This is an optimization exercise on Yosys and OpenROAD, whose aim is small area, a short achievable clock period and few clock cycles, not a production implementation. Power figures rest on the tool's default switching activity, not on a simulated workload.

Setup of the reference run:
==> flow/design.v <==
`default_nettype none
package dlr_pkg;
  localparam int DEFAULT_FRAC_BITS   = 16;
  localparam int DEFAULT_COORD_BITS  = 14;
  localparam int DEFAULT_QUEUE_DEPTH = 4;
  localparam int CFG_W   = 13;
  localparam int IDX_W   = 24;
  localparam int COLOR_W = 32;
  localparam logic [CFG_W-1:0] RESET_SCREEN_WIDTH  = 13'd1280;
  localparam logic [CFG_W-1:0] RESET_SCREEN_HEIGHT = 13'd720;
  typedef enum logic {
    ACT_START   = 1'b0,
    ACT_ADVANCE = 1'b1
  } action_e;
  typedef enum logic {
    CFG_SCREEN_WIDTH  = 1'b0,
    CFG_SCREEN_HEIGHT = 1'b1
  } cfg_reg_e;
endpackage
`default_nettype wire
`default_nettype none
module dda_line_rasterizer #(
  parameter int FRAC_BITS   = dlr_pkg::DEFAULT_FRAC_BITS,
  parameter int COORD_BITS  = dlr_pkg::DEFAULT_COORD_BITS,
  parameter int QUEUE_DEPTH = dlr_pkg::DEFAULT_QUEUE_DEPTH
) (
  input  wire logic                         clk_i,
  input  wire logic                         rst_ni,
  input  wire logic                         cfg_we_i,
  input  wire logic                         cfg_index_i,
  input  wire logic [dlr_pkg::CFG_W-1:0]    cfg_wdata_i,
  input  wire logic                         in_valid_i,
  output      logic                         in_stall_o,
  input  wire logic                         action_i,
  input  wire logic signed [COORD_BITS-1:0] x_start_i,
  input  wire logic signed [COORD_BITS-1:0] y_start_i,
  input  wire logic signed [COORD_BITS-1:0] x_end_i,
  input  wire logic signed [COORD_BITS-1:0] y_end_i,
  input  wire logic [dlr_pkg::COLOR_W-1:0]  line_color_i,
  output      logic                         out_valid_o,
  input  wire logic                         out_stall_i,
  output      logic signed [COORD_BITS-1:0] pixel_x_o,
  output      logic signed [COORD_BITS-1:0] pixel_y_o,
  output      logic [dlr_pkg::IDX_W-1:0]    pixel_addr_o,
  output      logic [dlr_pkg::COLOR_W-1:0]  pixel_color_o,
  output      logic                         write_enable_o,
  output      logic                         last_pixel_o
);
  localparam int CRW     = 6;                        
  localparam int CR_STOP = (1 << CRW) - 3;           
  localparam int PH_RDY  = 19;                       
  logic [12:0] w_q, h_q;
  always_ff @(posedge clk_i or negedge rst_ni) begin
    if (!rst_ni) begin
      w_q <= dlr_pkg::RESET_SCREEN_WIDTH;
      h_q <= dlr_pkg::RESET_SCREEN_HEIGHT;
    end else if (cfg_we_i) begin
      if (cfg_index_i) h_q <= cfg_wdata_i;
      else             w_q <= cfg_wdata_i;
    end
  end
  logic            in_stall_q;
  logic            ir_v;                  
  logic            n_v;                   
  logic            a_act;                 
  logic            a_first;               
  logic [CRW-1:0]  cr_n, cr_a;            
  logic [4:0]      n_ph;                  
  logic signed [13:0] ir_xs, ir_ys, ir_xe, ir_ye;
  logic [31:0]        ir_col;
  logic signed [13:0] n_xs, n_ys;
  logic [31:0]        n_col;
  logic [14:0]        n_ra, n_rb;         
  logic               n_sx, n_sy, n_xmaj;
  logic [16:0]        n_q;                
  logic [23:0]        n_acc;              
  logic signed [13:0] a_x, a_y;           
  logic [23:0]        a_yw;               
  logic [15:0]        a_g;                
  logic               a_mv;               
  logic               a_z;                
  logic [13:0]        a_cnt;              
  logic [15:0]        a_qx;               
  logic               a_cin, a_neg, a_sx, a_sy, a_xmaj;
  logic acc_w, st_w, adv_w;
  assign in_stall_o = in_stall_q;
  assign acc_w = in_valid_i & ~in_stall_q;
  assign st_w  = acc_w & ~action_i;
  assign adv_w = acc_w & action_i;
  always_ff @(posedge clk_i) begin
    if (!ir_v) begin
      ir_xs  <= x_start_i;
      ir_ys  <= y_start_i;
      ir_xe  <= x_end_i;
      ir_ye  <= y_end_i;
      ir_col <= line_color_i;
    end
  end
  logic        n_rdy, ld;
  logic        n_neg;
  logic [15:0] n_qx;
  logic        n_cin;
  logic [14:0] dx_w, dy_w, rem2;
  logic        ge;
  logic        wbit;
  assign n_rdy = (n_ph == 5'(PH_RDY));
  assign ld    = ir_v & ~n_v & ~(a_act & a_first);
  assign n_neg = n_xmaj ? n_sy : n_sx;
  assign n_qx  = n_q[16:1] ^ {16{n_neg}};
  assign n_cin = n_q[0] ^ n_neg;
  assign dx_w = {ir_xe[13], ir_xe} - {ir_xs[13], ir_xs};
  assign dy_w = {ir_ye[13], ir_ye} - {ir_ys[13], ir_ys};
  assign rem2 = {n_rb[13:0], 1'b0};
  assign ge   = rem2 >= {1'b0, n_ra[13:0]};
  assign wbit = w_q[4'(5'd12 - n_ph)];
  always_ff @(posedge clk_i) begin
    if (ld) begin
      n_ph  <= '0;
      n_xs  <= ir_xs;
      n_ys  <= ir_ys;
      n_col <= ir_col;
      n_ra  <= dx_w;
      n_rb  <= dy_w;
      n_acc <= '0;
    end else begin
      if (!n_rdy) n_ph <= n_ph + 5'd1;
      if (n_ph <= 5'd12) begin
        n_acc <= {n_acc[22:0], 1'b0} + (wbit ? {{10{n_ys[13]}}, n_ys} : 24'd0);
      end
      if (n_ph == 5'd0) begin
        n_sx <= n_ra[14];
        n_sy <= n_rb[14];
        n_ra <= n_ra[14] ? -n_ra : n_ra;
        n_rb <= n_rb[14] ? -n_rb : n_rb;
      end else if (n_ph == 5'd1) begin
        n_xmaj <= (n_ra >= n_rb);
        n_ra   <= (n_ra >= n_rb) ? n_ra : n_rb;
        n_rb   <= (n_ra >= n_rb) ? n_rb : n_ra;
      end else if (!n_rdy) begin
        n_rb <= ge ? (rem2 - {1'b0, n_ra[13:0]}) : rem2;
        n_q  <= {n_q[15:0], ge};
      end
    end
  end
  logic        b_free, a_emit, a_last, newer, aband, load_sel, a_en, xfer;
  logic [15:0] g_in, q_in;
  logic        c_in, neg_in;
  logic [16:0] gsum;
  logic        a_tie, r_le0;
  logic signed [13:0] x_out, y_out;
  logic        vis;
  logic [23:0] addr_w;
  logic signed [13:0] x_step, y_step;
  logic [23:0] yw_step;
  logic        y_moves;
  assign b_free   = ~out_valid_o | ~out_stall_i;
  assign a_last   = (a_cnt == 14'd0);
  assign newer    = n_v | ir_v;
  assign aband    = a_act & (cr_a == '0) & newer;
  assign a_emit   = a_act & (cr_a != '0) & b_free;
  assign load_sel = ~a_act | a_last | aband;
  assign a_en     = a_emit | ~a_act | aband;
  assign xfer     = a_en & load_sel & n_v & n_rdy;
  assign g_in   = load_sel ? 16'h8000 : a_g;
  assign q_in   = load_sel ? n_qx : a_qx;
  assign c_in   = load_sel ? n_cin : a_cin;
  assign neg_in = load_sel ? n_neg : a_neg;
  assign gsum   = {1'b0, g_in} + {1'b0, q_in} + 17'(c_in);
  assign y_moves = a_xmaj ? a_mv : 1'b1;
  assign x_step  = (a_xmaj | a_mv) ? (a_sx ? a_x - 14'sd1 : a_x + 14'sd1) : a_x;
  assign y_step  = y_moves ? (a_sy ? a_y - 14'sd1 : a_y + 14'sd1) : a_y;
  assign yw_step = y_moves ? (a_sy ? a_yw - {11'd0, w_q} : a_yw + {11'd0, w_q}) : a_yw;
  always_ff @(posedge clk_i) begin
    if (a_en) begin
      if (load_sel) begin
        a_x    <= n_xs;
        a_y    <= n_ys;
        a_yw   <= n_acc;
        a_z    <= 1'b0;
        a_cnt  <= n_ra[13:0];
        a_qx   <= n_qx;
        a_cin  <= n_cin;
        a_neg  <= n_neg;
        a_sx   <= n_sx;
        a_sy   <= n_sy;
        a_xmaj <= n_xmaj;
      end else begin
        a_x    <= x_step;
        a_y    <= y_step;
        a_yw   <= yw_step;
        a_z    <= (a_g == 16'd0);
        a_cnt  <= a_cnt - 14'd1;
      end
      a_g  <= gsum[15:0];
      a_mv <= gsum[16] ^ neg_in;
    end
  end
  assign r_le0 = a_xmaj ? (a_y[13] | (a_y == 14'sd0)) : (a_x[13] | (a_x == 14'sd0));
  assign a_tie = a_z & r_le0;
  assign x_out = (a_tie & ~a_xmaj) ? a_x - 14'sd1 : a_x;
  assign y_out = (a_tie &  a_xmaj) ? a_y - 14'sd1 : a_y;
  assign vis   = ~a_tie & ~a_x[13] & ~a_y[13] &
                 (a_x[12:0] < w_q) & (a_y[12:0] < h_q);
  assign addr_w = vis ? (a_yw + {11'd0, a_x[12:0]}) : 24'd0;
  always_ff @(posedge clk_i) begin
    if (a_emit) begin
      pixel_x_o      <= x_out;
      pixel_y_o      <= y_out;
      pixel_addr_o   <= addr_w;
      write_enable_o <= vis;
      last_pixel_o   <= a_last;
      if (a_first) pixel_color_o <= n_col;
    end
  end
  logic            n_v_d, ir_v_d;
  logic [CRW-1:0]  cr_n_d, cr_a_d;
  logic            adv_n, adv_a;
  assign adv_n  = adv_w & n_v;
  assign adv_a  = adv_w & ~n_v & a_act;
  assign n_v_d  = (n_v & ~xfer) | ld;
  assign ir_v_d = (ir_v & ~ld) | st_w;
  always_comb begin
    cr_n_d = cr_n + CRW'(adv_n);
    cr_a_d = cr_a - CRW'(a_emit) + CRW'(adv_a);
    if (xfer) begin
      cr_a_d = cr_n_d;
      cr_n_d = '0;
    end else if (a_en & load_sel) begin
      cr_a_d = '0;
    end
    if (ld) cr_n_d = '0;
  end
  always_ff @(posedge clk_i or negedge rst_ni) begin
    if (!rst_ni) begin
      in_stall_q  <= 1'b0;
      ir_v        <= 1'b0;
      n_v         <= 1'b0;
      a_act       <= 1'b0;
      a_first     <= 1'b0;
      cr_n        <= '0;
      cr_a        <= '0;
      out_valid_o <= 1'b0;
    end else begin
      ir_v        <= ir_v_d;
      n_v         <= n_v_d;
      cr_n        <= cr_n_d;
      cr_a        <= cr_a_d;
      in_stall_q  <= ir_v_d | (n_v ? (cr_n >= CRW'(CR_STOP)) : (cr_a >= CRW'(CR_STOP)));
      out_valid_o <= a_emit | (out_valid_o & out_stall_i);
      if (a_en & load_sel) begin
        a_act   <= n_v & n_rdy;
        a_first <= 1'b1;
      end else if (a_emit) begin
        a_first <= 1'b0;
      end
    end
  end
endmodule
`default_nettype wire
clock: 8.0 ns
lec_check: 0
cap_margin: 20
core_margin: 2
core_utilization: 40
setup_slack_margin: 4.5
slew_margin: 20
run.sh (not shown) runs the stock make flow with config.mk's settings and CLKGATE_MAP_FILE= SYNTH_SCRIPT=/design/flow/synth_recipe.tcl, a recipe that flattens the netlist after the stock synthesis.
Here is what was changed in the inputs of the trial run compared with the reference run.
Settings: SETUP_SLACK_MARGIN now 5, was 4.5; ABC_CLOCK_PERIOD_IN_PS now 3000, previously not set.
Each of the runs, namely the trial run and the reference run, reached the end of the flow and came out clean. Compared with the reference run, in the trial run number of DRC violations after detailed-routing iteration 0 now smaller, number of logic inverters in the finished layout now smaller, total power per unit cell area now larger, worst hold slack comparable.
Function was not checked in any run of this note: the RTL went through the layout flow alone.

==> separate check: timing with driven ports <==
The results above use ideal ports. As a check the final layouts listed here were re-extracted and re-timed, cells and wires unchanged. Step 1 sets driving cells, clkbuf_16 on the clock port and buf_2 on the other inputs (assumed; they add their load-dependent delay and slew). Step 2, shift: input delay + t, output delay - t, t = (earliest + latest rising clock arrival at the registers) / 2. This alone moves slack from input paths to output paths. Three values: no drivers, after step 1, after step 2; two values: the first two.
run	t (ns)	setup WS [ns]	worst setup path after step 2	worst register clock-pin slew, ns
the reference run	0.679	4.197 / 4.197 / 4.164	input to register	0.07 / 0.07
the trial run	0.688	4.056 / 4.056 / 4.056	register to register	0.07 / 0.07
After both steps every run listed still meets setup and hold. For the reference run, which loses most, drivers alone change the setup slack by 0.000 ns; drivers and shift together by -0.033 ns.
